This design comes from an exercise in tuning for small area, a short achievable clock period and few clock cycles per item on the open sky130 flow, not from production work. Function was checked by simulation only, so behaviour that the tests miss may differ from the original. Power is estimated from default activity; no workload was simulated.

## flow/design.v (module list and top-level ports; edited modules follow where they fit)
// module conv2d_stream: 1091 lines
module conv2d_stream #(
    parameter int DATA_W = 8,
    parameter int COEF_W = 8,
    parameter int IMG_W  = 8,
    parameter int IMG_H  = 8,
    parameter int ACC_W  = 20,
    parameter int SHIFT  = 4,
    parameter int OUT_W  = 16
) (
    input  logic              clk,
    input  logic              in_st,
    input  logic              coef_we,
    input  logic [3:0]        coef_addr,
    input  logic [COEF_W-1:0] coef_din,
    input  logic              pix_valid,
    output logic              pix_ready,
    input  logic [DATA_W-1:0] pix_din,
    output logic [OUT_W-1:0]  dout,
    output logic              out_st,
    input  logic              out_ready,
    output logic              frame_done
);
  // ...
==> flow/flow/run.sh <==
#!/bin/bash
# Standard ORFS layout, with one netlist step between synthesis and floorplan:
# flow/polfix.py re-chooses full-adder and AND/NAND polarities to drop inverters.
set -euo pipefail
R=orfs/results/${FLOW_PLATFORM:-sky130hd}/conv2d_stream/base
bash standard.sh synth > synth.log 2>&1
cp $R/1_2_yosys.v $R/1_2_yosys.orig.v
python3 flow/polfix.py $R/1_2_yosys.orig.v $R/1_2_yosys.pf.v > polfix.log 2>&1
cp $R/1_2_yosys.pf.v $R/1_2_yosys.v
touch $R/1_2_yosys.v
bash standard.sh finish > finish.log 2>&1
grep -c polinv_ $R/1_2_yosys.v >> polfix.log || true
==> flow/flow/polfix.py <==
#!/usr/bin/env python3
"""Re-choose the polarity of full adders and two-input AND/NAND gates in a mapped
sky130hd netlist so that fewer inverters are needed.

A full adder is self-dual: FA(~a, ~b, ~c) = (~sum, ~carry).  So any fa cell may be
fed complemented inputs if its consumers take its outputs complemented.  An and2
cell may become a nand2 (and back) the same way.  The netlist's inverters are taken
out, each signal is given the polarity that needs the fewest inverters, and one
inverter per signal is put back where a consumer still needs the other polarity.
Registers, ports and all other cells are left as they are.

usage: polfix.py IN.v OUT.v
"""
import re
import sys

INV_AREA = 3.7536
FLEX = {  # type -> (complement type, area)
    "sky130_fd_sc_hd__and2_1": ("sky130_fd_sc_hd__nand2_1", 6.256),
    "sky130_fd_sc_hd__and2_0": ("sky130_fd_sc_hd__nand2_1", 6.256),
    "sky130_fd_sc_hd__nand2_1": ("sky130_fd_sc_hd__and2_1", 3.7536),
}
FA_TYPES = {"sky130_fd_sc_hd__fa_1", "sky130_fd_sc_hd__fa_2", "sky130_fd_sc_hd__fa_4"}
INV_TYPES = {"sky130_fd_sc_hd__inv_1", "sky130_fd_sc_hd__inv_2", "sky130_fd_sc_hd__clkinv_1"}
OUT_PINS = {"X", "Y", "Q", "Q_N", "SUM", "COUT", "HI", "LO"}

src = open(sys.argv[1]).read()
mod_m = re.search(r"module\s+(\w+)\s*\((.*?)\);", src, re.S)
body_start = mod_m.end()
end_i = src.rindex("endmodule")

cell_re = re.compile(r"^\s*(sky130_fd_sc_hd__\w+)\s+(\S+)\s*\((.*?)\);", re.S | re.M)
pin_re = re.compile(r"\.(\w+)\(\s*(.*?)\s*\)\s*(?:,|$)", re.S)

cells = []
for m in cell_re.finditer(src, body_start, end_i):
    typ, name, body = m.group(1), m.group(2), m.group(3)
    pins = [(p, n.strip()) for p, n in pin_re.findall(body)]
    cells.append({"type": typ, "name": name, "pins": pins, "span": (m.start(), m.end())})

ports = set()
for m in re.finditer(r"^\s*(input|output|inout)\s+(?:wire\s+)?(\[[^\]]*\]\s*)?(\\\S+|\w+)", src[body_start:end_i], re.M):
    ports.add(m.group(3))


def port_of(net):
    b = net.split("[")[0].strip()
    return b in ports or net in ports


if re.search(r"^\s*assign\b", src[body_start:end_i], re.M):
    sys.exit("assign statements are not handled")

driver = {}
loads = {}
for ci, c in enumerate(cells):
    for p, n in c["pins"]:
        if p in OUT_PINS:
            driver[n] = (ci, p)
        else:
            loads.setdefault(n, []).append((ci, p))

# removable inverters: neither side touches a port
removable = set()
for ci, c in enumerate(cells):
    if c["type"] in INV_TYPES:
        d = dict(c["pins"])
        if not port_of(d["A"]) and not port_of(d["Y"]):
            removable.add(ci)


def root(n):
    p = 0
    seen = 0
    while n in driver and driver[n][0] in removable:
        ci = driver[n][0]
        n = dict(cells[ci]["pins"])["A"]
        p ^= 1
        seen += 1
        if seen > 1000:
            raise Exception("inverter loop")
    return n, p


# variables: fa cells and flexible gates; state 1 = output physically complemented
var = {}
for ci, c in enumerate(cells):
    if c["type"] in FA_TYPES or c["type"] in FLEX:
        var[ci] = 0

# consumers of each root: list of (cell index or None, pin, parity)
cons = {}
for ci, c in enumerate(cells):
    if ci in removable:
        continue
    for p, n in c["pins"]:
        if p in OUT_PINS:
            continue
        r, par = root(n)
        cons.setdefault(r, []).append((ci, p, par))
# output ports as consumers wanting the true value
for n in list(driver):
    if port_of(n):
        r, par = root(n)
        cons.setdefault(r, []).append((None, n, par))

roots = set(cons)
root_driver = {}
for r in roots:
    if r in driver:
        ci, p = driver[r]
        root_driver[r] = ci
# roots driven by a variable cell
roots_of_cell = {}
for r, ci in root_driver.items():
    if ci in var:
        roots_of_cell.setdefault(ci, []).append(r)
# roots consumed by each fa cell
fa_in_roots = {}
for r, lst in cons.items():
    for ci, p, par in lst:
        if ci is not None and ci in var and cells[ci]["type"] in FA_TYPES:
            fa_in_roots.setdefault(ci, set()).add(r)


def root_cost(r):
    ci = root_driver.get(r)
    d = var.get(ci, 0) if ci is not None else 0
    need = False
    for cj, p, par in cons[r]:
        want = par
        if cj is not None and cj in var and cells[cj]["type"] in FA_TYPES:
            want ^= var[cj]
        if want != d:
            need = True
            break
    cost = INV_AREA if need else 0.0
    if ci is not None and ci in var and cells[ci]["type"] in FLEX:
        typ = cells[ci]["type"]
        cost += FLEX[typ][1] if var[ci] == 0 else FLEX[FLEX[typ][0]][1]
    return cost


def touched(ci):
    s = set(roots_of_cell.get(ci, []))
    s |= fa_in_roots.get(ci, set())
    return s


def total():
    return sum(root_cost(r) for r in roots)


before = total()
import random
random.seed(1)
flex_in = {}  # fa cell -> flexible cells driving its input roots
for ci in var:
    if cells[ci]["type"] in FA_TYPES:
        fl = set()
        for r in fa_in_roots.get(ci, ()):
            d = root_driver.get(r)
            if d is not None and d in var and cells[d]["type"] in FLEX:
                fl.add(d)
        flex_in[ci] = fl


def move_cells(ci):
    return [ci] + sorted(flex_in.get(ci, ()))


def local_cost(cs):
    t = set()
    for c in cs:
        t |= touched(c)
    return t


varlist = list(var)
cur = before
T = 4.0
iters = 300000
for it in range(iters):
    T = 4.0 * (1 - it / iters) + 0.01
    ci = random.choice(varlist)
    cs = [ci]
    if ci in flex_in and random.random() < 0.7:
        cs = move_cells(ci)
    t = local_cost(cs)
    c0 = sum(root_cost(r) for r in t)
    for c in cs:
        var[c] ^= 1
    c1 = sum(root_cost(r) for r in t)
    dlt = c1 - c0
    if dlt <= 0 or random.random() < pow(2.718281828, -dlt / T):
        cur += dlt
    else:
        for c in cs:
            var[c] ^= 1
improved = True
passes = 0
while improved and passes < 50:
    improved = False
    passes += 1
    for ci in varlist:
        for cs in ([ci], move_cells(ci)):
            t = local_cost(cs)
            c0 = sum(root_cost(r) for r in t)
            for c in cs:
                var[c] ^= 1
            c1 = sum(root_cost(r) for r in t)
            if c1 < c0 - 1e-9:
                improved = True
            else:
                for c in cs:
                    var[c] ^= 1
after = total()
print(f"polfix: {len(removable)} inverters taken out; cost {before:.1f} -> {after:.1f} um2 "
      f"after {passes} passes; {sum(var.values())} cells flipped", file=sys.stderr)

# rewrite
new_inv = {}   # root -> inverter output net
new_cells_txt = []
k = 0


def pname(r):
    """Name of the net the driver of root r drives: renamed when it carries the complement."""
    ci = root_driver.get(r)
    d = var.get(ci, 0) if ci is not None else 0
    if not d:
        return r
    if r.startswith(chr(92)):
        return r + "_pn"
    return r + "_pn"


def phys(r, want):
    """Net carrying root r with polarity want (1 = complemented)."""
    global k
    ci = root_driver.get(r)
    d = var.get(ci, 0) if ci is not None else 0
    if want == d:
        return pname(r)
    if r not in new_inv:
        k += 1
        y = f"polinv_{k}_y"
        new_inv[r] = y
        new_cells_txt.append(f"  sky130_fd_sc_hd__inv_1 polinv_{k} (\n    .A({pname(r)}{' ' if r.startswith(chr(92)) else ''}),\n    .Y({y})\n  );\n")
    return new_inv[r]


repl = {}
renamed = set()
for ci, c in enumerate(cells):
    if ci in removable:
        repl[ci] = ""
        continue
    typ = c["type"]
    if ci in var and typ in FLEX and var[ci]:
        typ = FLEX[typ][0]
    pins = []
    for p, n in c["pins"]:
        if p in OUT_PINS:
            if typ != c["type"]:
                p = "Y" if typ.startswith("sky130_fd_sc_hd__nand") else "X"
            if n in roots and pname(n) != n:
                renamed.add(pname(n))
                n = pname(n)
            pins.append((p, n))
        else:
            r, par = root(n)
            want = par
            if ci in var and c["type"] in FA_TYPES:
                want ^= var[ci]
            pins.append((p, phys(r, want)))
    txt = f"  {typ} {c['name']} (\n" + ",\n".join(f"    .{p}({n}{' ' if n.startswith(chr(92)) else ''})" for p, n in pins) + "\n  );"
    repl[ci] = txt

# output ports driven through removed inverters are not possible (ports excluded), but a port
# net that is a root consumer with parity must still be satisfied
for r, lst in cons.items():
    for cj, n, par in lst:
        if cj is None:
            ci = root_driver.get(r)
            d = var.get(ci, 0) if ci is not None else 0
            if n != r or par != d:
                sys.exit(f"port net {n} would change polarity")

out = []
pos = 0
for ci, c in enumerate(cells):
    a, b = c["span"]
    out.append(src[pos:a])
    out.append(("\n" if repl[ci] else "") + repl[ci])
    pos = b
tail = src[pos:]
decl = "".join(f"  wire {y};\n" for y in new_inv.values())
decl += "".join(f"  wire {y}{' ' if y.startswith(chr(92)) else ''};\n" for y in sorted(renamed))
out.append("\n" + "".join(new_cells_txt))
res = "".join(out) + tail
# declare the new wires right after the module header
res = res[:body_start] + "\n" + decl + res[body_start:]
open(sys.argv[2], "w").write(res)
==> flow/standard.sh <==
#!/bin/bash
# synth_recipe.tcl (not shown) runs the flow's synth.tcl, then flattens the netlist and writes it again
# the make line also repeats each setting of config.mk as NAME=value (left out here)
make -C /OpenROAD-flow-scripts/flow DESIGN_CONFIG=/design/flow/config.mk WORK_HOME=/design/flow/orfs CLKGATE_MAP_FILE= SYNTH_SCRIPT=/design/flow/synth_recipe.tcl "${@:-finish}"
==> flow/config.mk <==
export PLATFORM = sky130hd
export DESIGN_NAME = conv2d_stream
export DESIGN_NICKNAME = conv2d_stream
export VERILOG_FILES = /design/flow/design.v
export SDC_FILE = /design/flow/constraint.sdc
export NUM_CORES = 4
export LEC_CHECK = 0
export ABC_CLOCK_PERIOD_IN_PS = 2500
export CAP_MARGIN = 20
export CORE_MARGIN = 2
export CORE_UTILIZATION = 60
export PLACE_DENSITY = 0.7
export SETUP_SLACK_MARGIN = 4.0
export SLEW_MARGIN = 20
==> flow/constraint.sdc <==
create_clock -name core_clock -period 6.5 [get_ports {clk}]
set_input_delay 1.3000 -clock core_clock [delete_from_list [all_inputs] [get_ports {clk}]]
set_output_delay 1.3000 -clock core_clock [all_outputs]
set_load 0.01 [all_outputs]
==> flow_summary.yaml, run 1 <==
sta:
  worst_pin_slew_ns: 0.962
  slew_violations: 0
  fin_crit_ns: 2.55
pwr:
  power_frac_comb: 0.154
  pg_clk_w: 0.00368
  p_total_w: 0.00965
  clkPwrFrac: 0.381
worst_setup_path:
  crit_required_ns: 6.98
  worst-path-buf-inv: 0
  crit_family: "adder cells"
  rr_startpoint: "sr_q[125]"
  critPathCapture: "r1_864"
  crit_start: "sr_q[125]"
layout:
  final_common_cell: "nand2_1"
  nClkBuffers: 77
  inv_count: 69
die:
  dieHeight_um: 234
  initial_core_util: 0.605
  io_pins: 44
  well_tap_count: 688
route:
  route.detailed.drc: 0
  vias: 19400
status:
  status: "no timing/DRC/antenna violations"
clock_network:
  clock_latency_ns: 0.66
  cts_setup_buffers: 77
worst_hold_path:
  min_from: "r2_1242"
global_route:
  track_usage: 0.320
placed_design:
  dpl_worst_slack_ns: 2.50
yosys:
  yosys_warnings: 1
Testbench counts, summed over its fixed seeds: cycles 16,512, items 9,216.
==> inputs of run 2 (changes only) <==
--- a/flow/config.mk
+++ b/flow/config.mk
@@ -5,7 +5,6 @@
 export SDC_FILE = /design/flow/constraint.sdc
 export NUM_CORES = 4
 export LEC_CHECK = 0
-export ABC_CLOCK_PERIOD_IN_PS = 2500
 export CAP_MARGIN = 20
 export CORE_MARGIN = 2
 export CORE_UTILIZATION = 60
==> flow_summary.yaml, run 2 <==
global_route:
  antenna_found_initial: 1
  grt_pass1_vias: 21000
  track_usage: 0.320
  grt-ovfl-total: 0
  grt_max_degree: 124
  grt_pass1_wl_um: 126000
route:
  routed_via_density: 6.01
  wl_per_cell_um: 26.1
  postRouteAntennaNets: 0
  drtIter0Drc: 1784
  drt_first_pass_iters: 5
  wl_um: 84100
  vias: 19400
  route.detailed.drc: 0
yosys:
  avgSynthCellArea_um2: 13.7
  syn_area_um2: 31700
  yosys_warnings: 1
  synthCells: 2309
  syn_nets: 2911
die:
  dieHeight_um: 234
  fp.coreArea_um2: 52300
  row_count: 84
  io_pins: 44
  die_x_um: 234
  initial_core_util: 0.605
  dieArea_um2: 54700
layout:
  n_fill_cell: 3595
  final_util: 0.693
  reg.largest.list: "sr_q (144), coef_q (72), qd_q (64)"
  synthToLayoutAreaGrowth_pct: 14.5
  regMostFlops: "sr_q"
  drive_gt1_frac: 0.148
  fin_nets: 3088
  multi_input_area_um2: 16900
  final_common_cell: "nand2_1"
  seqCellArea_um2: 14700
  mostFrequentLayoutCells: "605 x nand2_1, 538 x fa_1, 325 x dfxtp_1"
  stdcell_area_um2: 36300
  largest_reg_flops: 144
status:
  status: "no timing/DRC/antenna violations"
run:
  cap_violations: 0
placed_design:
  place_area_um2: 32900
  io_buffers: 43
  hpwl_um: 62200
  place_congestion: 0.996
sta:
  fin_worst_skew_ns: 0.0485
  fin_crit_ns: 2.55
  hold_viol: 0
  worst_pin_slew_ns: 0.962
  timing.hold.ws_ns: 0.326
  slew_violations: 0
  min_period_over_period: 0.392
  fmax_mhz: 392
  max-slew-margin-rel: 0.358
  finalSetupViolations: 0
  fin_tns_setup_ns: 0
  rsz0062_at_grt: "yes"
pwr:
  power_density_nw_per_um2: 266
  leakagePower_nw: 11.1
  ir_drop_uv: 235
worst_setup_path:
  cp-end-kind: "flip-flop"
  worst-path-buf-inv: 0
  crit_required_ns: 6.98
  crit_type: "flip-flop to flip-flop"
  slowest_stage: "edfxtp_1"
  arrival_ns: 3.03
  critPathLaunchType: "flip-flop"
  slowest_delay_ns: 0.61
  crit_chain: "nand2_1, fa_1, fa_1, fa_1"
  crit_family: "adder cells"
  crit_fanout: 9
  cpMostUsedCell: "fa_1"
clock_network:
  clockBufferDepth: 3
  cts-root-buf: "clkbuf_16"
  cts_buffers: 61
  cts.clk_slew.worst_paths_ns: 0.06
  htree_levels: 2
  clock_latency_ns: 0.66
  clock_sinks: 614
  cts_tree: "yes"
worst_hold_path:
  min_path_type: "flip-flop to flip-flop"
==> run 2: layout make-up <==
cell class | count | share of cell area
timing repair inverter | 1 | 0.000138
tap | 688 | 0.0237
clock inverter | 38 | 0.0116
antenna | 1 | 0.0000690
clock buffer | 77 | 0.0470
inverter | 68 | 0.00725
multi-input combinational | 1582 | 0.465
sequential | 614 | 0.404
timing repair buffer | 158 | 0.0411
==> run 2: worst paths after layout <==
check,start,end,slack [ns],cells past startpoint
setup reg to reg,sr_q[125],r1_864,3.95,4
setup / recovery,sr_q[125],r1_864,3.95,4
hold reg to reg,r2_1242,r3_1352,0.33,0
hold / removal,r2_1242,r3_1352,0.33,0
==> run 2: routing by layer <==
metal | wire [um] | global-route usage
met2 | 41500 | 0.536
met5 | 0 | 0
met3 | 7430 | 0.0669
met4 | 3760 | 0.124
met1 | 31400 | 0.413
==> run 2: through the flow <==
stage,setup WS (ns),std cells,power [W]
2_1_floorplan,2.34,2309,0.00549
3_3_place_gp,2.60,3000,0.00590
3_5_place_dp,2.50,3000,0.00597
4_1_cts,3.84,3193,0.00969
5_1_grt,3.88,3226,0.0101
6_report,3.95,3227,0.00965
==> run 2: power breakdown <==
part	internal (W)	leakage [nW]	total, W	switching [W]
Combinational	0.000628	4.72	0.00148	0.000854
Sequential	0.00432	5.35	0.00449	0.000170
Clock	0.00211	1.05	0.00368	0.00157
Total	0.00706	11.1	0.00965	0.00259
==> run 2: timing repair <==
action	in CTS	in global routing
setup buffers	77	32
resized for setup	145	50
endpoints found under the hold margin	0	0
pin swaps	8	27
cloned	1	1
hold buffers	0	0
endpoints found under the setup margin	337	115
==> inputs of run 3 (changes only) <==
--- a/flow/config.mk
+++ b/flow/config.mk
@@ -8,6 +8,8 @@
 export CAP_MARGIN = 20
 export CORE_MARGIN = 2
 export CORE_UTILIZATION = 60
+export CTS_CLUSTER_DIAMETER = 100
+export CTS_CLUSTER_SIZE = 24
 export PLACE_DENSITY = 0.7
-export SETUP_SLACK_MARGIN = 4.0
+export SETUP_SLACK_MARGIN = 4.3
 export SLEW_MARGIN = 20
==> flow_summary.yaml, run 3 <==
status:
  status: "no timing/DRC/antenna violations"
global_route:
  grt-ovfl-total: 0
  track_usage: 0.330
  antenna_found_initial: 5
  grt_max_degree: 147
  grt_pass1_wl_um: 130000
  grt_pass1_vias: 21100
worst_setup_path:
  arrival_ns: 3.08
  crit_fanout: 1
  critPathCapture: "r2_1261"
  crit_required_ns: 7.02
  crit_family: "adder cells"
  rrSetupSlack_ns: 3.94
  cp-end-kind: "flip-flop"
  crit_start: "r1_874"
  slowest_stage: "fa_2"
  regToRegEndpoint: "r2_1261"
  rr_startpoint: "r1_874"
  crit_chain: "fa_2, fa_2, fa_2, fa_2"
  crit_type: "flip-flop to flip-flop"
  cpMostUsedCell: "fa_2"
  r2r_cells: 4
  slowest_delay_ns: 0.62
  worst-path-buf-inv: 0
  critPathLaunchType: "flip-flop"
  crit_cells: 4
layout:
  final_common_cell: "nand2_1"
  n_fill_cell: 3304
  antennaDiodeCount: 0
  layout.cells.non_filler: 3228
  fin_nets: 3118
  largest_reg_flops: 144
  drive_gt1_frac: 0.393
  reg.largest.list: "sr_q (144), coef_q (72), qd_q (64)"
  synthToLayoutAreaGrowth_pct: 20.8
  mostFrequentLayoutCells: "440 x nand2_1, 369 x fa_2, 275 x dfxtp_1"
  regMostFlops: "sr_q"
sta:
  worst_pin_slew_ns: 1.11
  fin_tns_setup_ns: 0
  fmax_mhz: 391
  min_period_over_period: 0.393
  slew_violations: 0
  hold_viol: 0
  max-slew-margin-rel: 0.259
  fin_worst_skew_ns: 0.0230
  fin_crit_ns: 2.56
  rsz0062_at_grt: "yes"
  finalSetupViolations: 0
die:
  io_pins: 44
  row_count: 84
  dieArea_um2: 54700
  initial_core_util: 0.605
  dieHeight_um: 234
  die_x_um: 234
  fp.coreArea_um2: 52300
clock_network:
  cts-root-buf: "clkbuf_16"
  cts.clk_slew.worst_paths_ns: 0.11
  cts_tree: "yes"
  htree_levels: 1
  clock_latency_ns: 0.65
  cts_buffers: 30
  cts-hold-fix-buffers: 0
  clock_sinks: 614
  clockBufferDepth: 3
route:
  routed_via_density: 6.01
  drtIter0Drc: 1617
  wl_um: 87300
  postRouteAntennaNets: 0
  drt_first_pass_iters: 5
  wl_per_cell_um: 27.1
  route.detailed.drc: 0
  vias: 19400
pwr:
  swShare: 0.289
  ir_drop_uv: 253
  p_int_w: 0.00607
  p_total_w: 0.00854
  power_density_nw_per_um2: 223
  p_switching_w: 0.00247
  p_seq_frac: 0.522
  leakagePower_nw: 12.0
  clkPwrFrac: 0.254
  power_frac_comb: 0.224
yosys:
  synthCells: 2309
  avgSynthCellArea_um2: 13.7
  yosys_warnings: 1
  syn_nets: 2911
  syn_area_um2: 31700
placed_design:
  io_buffers: 43
  placedCellCount: 3000
  place_congestion: 1.01
  hpwl_um: 63600
worst_hold_path:
  min_path_type: "flip-flop to flip-flop"
run:
  cap_violations: 0
run 3: worst register-to-register path, stage by stage, from the launching register on:
cell and delay, ns:
dfxtp_2 0.34, fa_2 0.62, fa_2 0.45, fa_2 0.59
fa_2 0.43
run 3: per-stage QoR:
step	hold slack, ns	setup slack, ns	cell area, um2	utilization
after floorplan	0.310	2.34	32100	-
after global placement	0.311	2.63	33300	0.636
after detailed placement	0.312	2.49	33300	0.636
after CTS	0.334	3.94	37200	0.711
after global routing	0.343	3.92	38300	0.731
final	0.326	3.94	38300	0.731
run 3: repair_timing:
item | CTS | global route
buffers inserted | 134 | 26
pin swaps | 260 | 202
endpoints found under the setup margin | 482 | 248
hold endpoints to repair | 0 | 0
resized for setup | 700 | 242
gates cloned | 9 | 3
run 3: metal layers:
| layer | wire length (um) | global-route usage | up-vias |
|---|---|---|---|
| li1 | - | - | 7984 |
| met1 | 33200 | 0.435 | 10200 |
| met2 | 43400 | 0.559 | 1017 |
| met3 | 6830 | 0.0536 | 258 |
| met4 | 3910 | 0.120 | 2 |
| met5 | 18 | 0 | - |
run 3: power groups by stage:
stage	Clock (W)	Combinational, W	Sequential [W]
after floorplan	0	0.000978	0.00454
after global placement	0	0.00133	0.00462
after detailed placement	0	0.00140	0.00463
after CTS	0.00221	0.00178	0.00446
after global routing	0.00234	0.00212	0.00449
final	0.00217	0.00191	0.00446
run 3: worst min path at each step:
stage / start / endpoint / slack, ns / depth (start not counted)
finish: r2_1243 / r3_1353 / 0.33 / 0
global route: r1_907 / r2_1267 / 0.34 / 0
CTS: r1_907 / r2_1267 / 0.33 / 0
detailed placement: r2_1241 / r3_1351 / 0.31 / 0
global placement: r2_1240 / r3_1350 / 0.31 / 0
floorplan: r1_773 / r2_1239 / 0.31 / 0
run 3: cell type report:
class | instances | area, um2 | area share
inverter | 68 | 263 | 0.00687
multi-input combinational | 1582 | 19000 | 0.497
clock inverter | 6 | 60.1 | 0.00157
timing repair inverter | 1 | 7.51 | 0.000196
clock buffer | 50 | 827 | 0.0216
sequential | 614 | 14900 | 0.389
tap | 688 | 861 | 0.0225
timing repair buffer | 219 | 2380 | 0.0622

[separate check: timing with driven ports]
No port has a modelled driver above. Below, the same layouts with a new extraction and two added sets of constraints.
Step 1, drivers: a clkbuf_16 drives clk and a buf_2 each remaining input, both assumed.
Step 2 times the ports against the registers' clock, not the clock port: input delays grow and output delays shrink by t, the midpoint of the rising clock arrivals with the driver on.
a / b / c = ideal / step 1 / step 2; a / b = the first two.
run | shift t [ns] | setup slack, ns | clock arrival spread, ns
run 1 | 0.702 | 3.950 / 3.950 / 3.331 | 0.049 / 0.049
run 2 | 0.702 | 3.950 / 3.950 / 3.331 | 0.049 / 0.049
run 3 | 0.695 | 3.943 / 3.943 / 3.418 | 0.026 / 0.026
After both steps setup and hold are still met in every run listed.
